This is an optimization exercise on Yosys and OpenROAD, whose aim is small area, a short achievable clock period and few clock cycles per item, not a production implementation.
Only simulation tests tie the RTL to the original design; equivalence was not proved.
Power and IR drop assume default switching activity.

## design/flow/config.mk

```make
export PLATFORM = sky130hd
export DESIGN_NAME = sorted_list_insert_delete
export DESIGN_NICKNAME = sorted_list_insert_delete
export VERILOG_FILES = /design/flow/design.v
export SDC_FILE = /design/flow/constraint.sdc
export NUM_CORES = 4
export LEC_CHECK = 0
export CAP_MARGIN = 20
export CORE_MARGIN = 2
export CORE_UTILIZATION = 40
export SLEW_MARGIN = 20
```

## design/flow/design.v

```verilog
package sli_pkg;
   localparam int ValueWidth = 32;
   localparam int CountWidth = 5;
   typedef enum logic [1:0] {
      ACT_INSERT = 2'd0,
      ACT_DELETE = 2'd1,
      ACT_LIST   = 2'd2,
      ACT_NONE   = 2'd3
   } action_type;
   typedef enum logic [1:0] {
      ST_OK       = 2'd0,
      ST_FULL     = 2'd1,
      ST_EMPTY    = 2'd2,
      ST_NOTFOUND = 2'd3
   } status_type;
endpackage
module sli_ram #(
   parameter int Width = 32,
   parameter int Depth = 16
) (
   input  logic                     clock,
   input  logic                     wr_en,
   input  logic [$clog2(Depth)-1:0] wr_addr,
   input  logic [Width-1:0]         wr_data,
   input  logic [$clog2(Depth)-1:0] rd_addr,
   output logic [Width-1:0]         rd_data
);
   logic [Width-1:0] mem [Depth];
   always_ff @(posedge clock) begin
      if (wr_en) begin
         mem[wr_addr] <= wr_data;
      end
      rd_data <= mem[rd_addr];
   end
endmodule
module sli_ctrl #(
   parameter int Capacity = 16
) (
   input  logic                           clock,
   input  logic                           reset,
   input  logic                           in_valid,
   output logic                           in_ready,
   input  logic [1:0]                     in_action,
   input  logic [sli_pkg::ValueWidth-1:0] in_value,
   output logic                           out_valid,
   input  logic                           out_ready,
   output logic [1:0]                     out_status,
   output logic [sli_pkg::ValueWidth-1:0] out_entry,
   output logic [sli_pkg::CountWidth-1:0] out_count,
   output logic                           out_last
);
   localparam int NW = $clog2(Capacity + 1);
   localparam int VW = sli_pkg::ValueWidth;
   logic [VW-1:0]     ent_ff [Capacity];
   logic [NW-1:0]     count_ff;
   logic              iv_ff;
   logic [1:0]        iact_ff;
   logic [VW-1:0]     ival_ff;
   logic              ov_ff;
   logic [1:0]        ost_ff;
   logic [VW-1:0]     oent_ff;
   logic [NW-1:0]     ocnt_ff;
   logic              olast_ff;
   logic              lmode_ff;             
   logic [NW-1:0]     lrem_ff;              
   logic              exec, step, rot, ins, del;
   logic [Capacity-1:0] vld, lt, eq, top;
   logic              found, full, empty;
   logic [VW-1:0]     vbus;
   assign full  = (count_ff == NW'(Capacity));
   assign empty = (count_ff == '0);
   assign exec = iv_ff && (!ov_ff || (out_ready && olast_ff));
   assign step = ov_ff && lmode_ff && !olast_ff && out_ready;
   assign in_ready = !iv_ff || !ov_ff || (out_ready && olast_ff);
   always_comb begin
      for (int i = 0; i < Capacity; i++) begin
         vld[i] = (NW'(i) < count_ff);
         top[i] = (NW'(i) == count_ff - NW'(1));
         lt[i]  = vld[i] && ($signed(ent_ff[i]) < $signed(ival_ff));
         eq[i]  = vld[i] && (ent_ff[i] == ival_ff);
      end
   end
   assign found = |eq;
   assign ins = exec && (iact_ff == sli_pkg::ACT_INSERT) && !full;
   assign del = exec && (iact_ff == sli_pkg::ACT_DELETE) && found;
   assign rot = step || (exec && (iact_ff == sli_pkg::ACT_LIST) && !empty);
   assign vbus = rot ? ent_ff[0] : ival_ff;
   always_ff @(posedge clock) begin
      for (int i = 0; i < Capacity; i++) begin
         if (ins && !lt[i]) begin
            if (i == 0) ent_ff[i] <= vbus;
            else if (lt[(i+Capacity-1)%Capacity]) ent_ff[i] <= vbus;
            else ent_ff[i] <= ent_ff[(i+Capacity-1)%Capacity];
         end else if ((del && !lt[i]) || (rot && !top[i])) begin
            if (i < Capacity - 1) ent_ff[i] <= ent_ff[(i+1)%Capacity];
         end else if (rot) begin
            ent_ff[i] <= vbus;
         end
      end
   end
   always_ff @(posedge clock) begin
      if (reset) begin
         count_ff <= '0; iv_ff <= 1'b0; ov_ff <= 1'b0; lmode_ff <= 1'b0;
      end else begin
         if (in_valid && in_ready) iv_ff <= 1'b1;
         else if (exec) iv_ff <= 1'b0;
         if (ins) count_ff <= count_ff + NW'(1);
         if (del) count_ff <= count_ff - NW'(1);
         if (exec) begin
            ov_ff <= 1'b1;
            lmode_ff <= (iact_ff == sli_pkg::ACT_LIST) && !empty;
         end else if (ov_ff && out_ready && olast_ff) begin
            ov_ff <= 1'b0;
            lmode_ff <= 1'b0;
         end
      end
      if (in_valid && in_ready) begin
         iact_ff <= in_action; ival_ff <= in_value;
      end
      if (exec) begin
         ost_ff <= sli_pkg::ST_OK; oent_ff <= '0; olast_ff <= 1'b1;
         ocnt_ff <= count_ff;
         case (iact_ff)
            sli_pkg::ACT_INSERT: begin
               if (full) ost_ff <= sli_pkg::ST_FULL;
               else ocnt_ff <= count_ff + NW'(1);
            end
            sli_pkg::ACT_DELETE: begin
               if (empty) ost_ff <= sli_pkg::ST_EMPTY;
               else if (!found) ost_ff <= sli_pkg::ST_NOTFOUND;
               else ocnt_ff <= count_ff - NW'(1);
            end
            sli_pkg::ACT_LIST: begin
               if (empty) ost_ff <= sli_pkg::ST_EMPTY;
               else begin
                  oent_ff <= ent_ff[0];
                  olast_ff <= (count_ff == NW'(1));
                  lrem_ff <= count_ff - NW'(1);
               end
            end
            default: ;
         endcase
      end else if (step) begin
         oent_ff <= ent_ff[0];
         olast_ff <= (lrem_ff == NW'(1));
         lrem_ff <= lrem_ff - NW'(1);
      end
   end
   assign out_valid  = ov_ff;
   assign out_status = ost_ff;
   assign out_entry  = oent_ff;
   assign out_count  = sli_pkg::CountWidth'(ocnt_ff);
   assign out_last   = olast_ff;
endmodule
module sorted_list_insert_delete #(
   parameter int CAPACITY = 16
) (
   input  logic        clock,
   input  logic        reset,
   input  logic        req_tvalid,
   output logic        req_tready,
   input  logic [39:0] req_tdata,    
   output logic        rsp_tvalid,
   input  logic        rsp_tready,
   output logic [39:0] rsp_tdata,    
   output logic        rsp_tlast
);
   logic [1:0]  st;
   logic [31:0] ent;
   logic [4:0]  cnt;
   sli_ctrl #(.Capacity(CAPACITY)) u_ctrl (
      .clock, .reset,
      .in_valid(req_tvalid), .in_ready(req_tready),
      .in_action(req_tdata[1:0]), .in_value(req_tdata[33:2]),
      .out_valid(rsp_tvalid), .out_ready(rsp_tready),
      .out_status(st), .out_entry(ent), .out_count(cnt), .out_last(rsp_tlast)
   );
   assign rsp_tdata = {1'b0, cnt, ent, st};
endmodule
```

## design/flow/run.sh

```bash
#!/bin/bash
# synth_recipe.tcl (not shown) runs the flow's synth.tcl, then flattens the netlist and writes it again
# the make line also repeats each setting of config.mk as NAME=value (left out here)
make -C /OpenROAD-flow-scripts/flow DESIGN_CONFIG=/design/flow/config.mk WORK_HOME=/design/flow/orfs CLKGATE_MAP_FILE= SYNTH_SCRIPT=/design/flow/synth_recipe.tcl finish
```

## design/flow/constraint.sdc

```tcl
create_clock -name core_clock -period 6.0 [get_ports {clock}]
set_input_delay 1.2000 -clock core_clock [delete_from_list [all_inputs] [get_ports {clock}]]
set_output_delay 1.2000 -clock core_clock [all_outputs]
set_load 0.01 [all_outputs]
```

==> run summary <==
==> layout make-up <==
type / count / area [um^2]
inverter: 112 / 420
fill: 9583 / 56400
multi-input combinational: 2949 / 22500
clock inverter: 31 / 320
sequential: 599 / 17900
timing repair buffer: 243 / 2120
clock buffer: 93 / 1900
tap: 1380 / 1730
==> cells in the final DEF (no fill, tap or decap), types with 110 or more instances in the layout <==
| cell | synthesis | layout |
|---|---|---|
| nor2_1 | 230 | 223 |
| buf_4 | 11 | 156 |
| o21ai_0 | 152 | 140 |
| a22oi_1 | 117 | 117 |
| inv_1 | 110 | 110 |
| a221o_1 | 197 | 197 |
| ha_1 | 520 | 520 |
| edfxtp_1 | 591 | 591 |
| a21oi_1 | 366 | 363 |
| a211oi_1 | 129 | 128 |
| nand4_1 | 130 | 130 |
| nand2_1 | 249 | 247 |
==> kinds of logic after synthesis <==
logic type	count (synthesis)	synth area share [%]
compound gates	1385	23.6
other cells	1	0.00902
mux	128	3.29
xor+xnor	15	0.316
buf+inv	357	3.55
simple gates	900	10.5
flops	599	43.1
fa+ha+maj	520	15.6
==> worst paths after layout <==
| check | startpoint | endpoint | slack, ps | cells past startpoint |
|---|---|---|---|---|
| worst max register to register | u_ctrl.ival_ff[29] | u_ctrl.ent_ff[3][20] | 710 | 14 |
| worst min register to register | u_ctrl.lmode_ff | u_ctrl.lmode_ff | 500 | 2 |
| worst min-delay path | u_ctrl.lmode_ff | u_ctrl.lmode_ff | 500 | 2 |
| worst max-delay path | u_ctrl.ival_ff[29] | u_ctrl.ent_ff[3][20] | 710 | 14 |
==> routing by layer <==
layer	global-route usage [%]	vias to the layer above	routed length, um
met1	34.4	17081	59100
met5	0	-	10
li1	-	15813	-
met3	3.60	249	10700
met4	9.54	2	5310
met2	41.6	1474	64300
==> through the flow <==
stage | worst slack, ps | area [um^2] | instances | utilization (%) | hold slack (ps)
final | 711 | 46900 | 5407 | 45.4 | 502
after global routing | 623 | 46900 | 5407 | 45.4 | 537
after CTS | 871 | 46900 | 5405 | 45.4 | 501
after detailed placement | 890 | 44700 | 5281 | 43.2 | 491
after global placement | 990 | 44700 | 5281 | 43.2 | 483
after floorplan | 751 | 41600 | 3905 | - | 454
==> flip-flops by register name, indices dropped and copies added (netlist names), 2 cells and up <==
name / cells
u_ctrl.ival_ff: 32
u_ctrl.ost_ff: 2
u_ctrl.lrem_ff: 5
u_ctrl.ocnt_ff: 5
u_ctrl.ent_ff: 512
u_ctrl.iact_ff: 2
u_ctrl.oent_ff: 32
u_ctrl.count_ff: 5
==> worst min-delay path, cell delays in order (launching register included) <==
cell and delay, ps:
dfxtp_1 310, o21ai_0 80, a21oi_1 70
==> report_power, final <==
part	switching, mW	total, mW	internal [mW]
registers	0.111	4.88	4.77
clock network	1.82	4.34	2.53
logic	0.830	1.39	0.559
total	2.76	10.6	7.85
==> summary.txt <==
Outcome
  • Run status: finished clean

Global route
  • Pin count of the biggest net entering global routing: 67
  • Total grt overflow: 0
  • Number of global-route vias before repair: between 30k and 40k
  • First-pass GRT wire length: 209 mm
  • Antenna violations before repair: 1
  • GR Util All Layers: 25.5%

Floorplanning
  • Chip height: ~330 um
  • Starting Density: 40.2%
  • Area of the die: 0.107 mm^2
  • I/O pin total: between 80 and 90
  • Die X: 326 um
  • Area of the core: roughly 0.10 mm^2
  • Cell Rows: approximately 120

Pwr
  • Max rail drop VDD: between 150 and 200 uV
  • Power Density: around 230 mW/mm^2
  • Total power: approximately 11 mW
  • P_leak: about 18 nW

Placed design
  • Final RePlAce weighted congestion: slightly above 0.9
  • Port Buffer Count: 79
  • Detail Placement HPWL: 112 mm

Yosys
  • Post-synthesis cell type count: 93
  • Most frequent cell after synthesis: edfxtp_1
  • Syn_nets: 4469
  • EDFF count, synth: approximately 600
  • Cell area after synthesis: approximately 0.042 mm^2
  • Share of the synthesized area in the top cell type: approximately 43%
  • Cells after Synth: ~3.9k
  • Post-synthesis sequential area ratio: 43.1%
  • Seq cells post-synth: between 500 and 600
  • Yosys Warn Count: 2
  • Top post-synthesis cells by count: 591 x edfxtp_1, 520 x ha_1, 366 x a21oi_1, 249 x nand2_1, 230 x nor2_1
  • Largest area contributor in the netlist: edfxtp_1
  • Mean Syn Cell Area: 10.6 um^2
  • Area contributors post-synth: edfxtp_1 43%, ha_1 16%, a221o_1 4.7%
  • Ys flop type: edfxtp_1
  • FFs w/ async S/R, synth: 0%

Route
  • Drt wl/cell: about 26 um
  • Iteration-0 DRC Markers: between 3k and 4k
  • DRT Wirelength: 139 mm
  • DRC Markers: 0
  • DR vias: 34.6k
  • 1st-pass router iterations: 6
  • Routed vias/inst: roughly 6.4
  • Post-route ant nets: 0

STA
  • RSZ-0062 raised after global routing: no
  • Hold Fails Final Rpt: 0
  • TNS Setup: 0 ps
  • Final setup vio count: 0
  • Fmax: 0.189 GHz
  • Period utilization: between 80% and 90%
  • Worst slew pin tran: 1020 ps
  • Final-report max-slew violation count: 0
  • Clock Skews: between 20 and 25 ps
  • Rel. slew slack: 30.4%
  • Tmin final: 5290 ps

Clock tree
  • Clock sinks: around 600
  • Root buf cell: clkbuf_16
  • CTS tree: done
  • H-tree Lvls: 3
  • Clock transition at path regs: 60 ps
  • Clock Tree Buf Depth: 3
  • Num CTS Buffers: 72
  • Worst skew pair latency: between 600 and 700 ps
  • # hold bufs at CTS: 0
  • Post-CTS Resized: 0
  • Post-CTS setup buffer count: 0

Critical path
  • Crit start category: register
  • CP Buf/Inv Count: 4
  • CP Max Fanout: 31
  • Required time worst endpoint: between 6000 and 7000 ps
  • Worst Path Arrival: 5630 ps
  • Most frequent CP cell: buf_4
  • Critical-path top delay cell: or4_1
  • CP top delay family: simple AND/OR/NAND/NOR gates
  • Critical path cell sequence: inv_1 -> ha_1 -> nand4_1 -> nor4_1 -> buf_4 -> nand3_1 -> o2111ai_1 -> or4_1 -> a21oi_4 -> buf_4 -> nand2_1 -> buf_4 -> o22ai_1 -> a211oi_1
  • Crit Path Category: reg2reg
  • Crit end category: register
  • CP max stage delay: between 800 and 900 ps

Layout
  • Area grow syn2layout: 12.9%
  • # diodes: 0
  • Nets: about 4.5k
  • Layout cells sized above 1: a little over a tenth

Job
  • Max cap viols: 0

Worst hold path
  • Hold Crit Class: reg2reg
Testbench counts, summed over its fixed seeds: cycles 6,677, items 3,200.

separate check: timing with driven ports:
Ports are ideal in the flow. The routed layout listed here was re-timed in OpenROAD.
Step 1 (the two cells are an assumption about what drives the block):
set clk [get_ports {clock}]
set_driving_cell -lib_cell sky130_fd_sc_hd__clkbuf_16 $clk
set_driving_cell -lib_cell sky130_fd_sc_hd__buf_2 [delete_from_list [all_inputs] $clk]
Step 2 adds t to the input delays and takes it off the output delays; t is the mean of the earliest and latest rising clock arrival at the registers after step 1. Input paths then give back, and output paths get back, about the clock's delay inside the block.
a / b / c = ideal ports / drivers / drivers and shift; a / b = the first two.
t (ns): 0.694
slack for setup (ns): 0.711 / 0.711 / 0.711
clock arrival spread, ns: 0.021 / 0.022
worst slew at a driven data input, ns: 0.05
cell pins on the clock port's net: 1
After both steps setup and hold are still met in this run. The setup slack of this run moves by 0.000 ns with the drivers and by 0.000 ns with both steps.
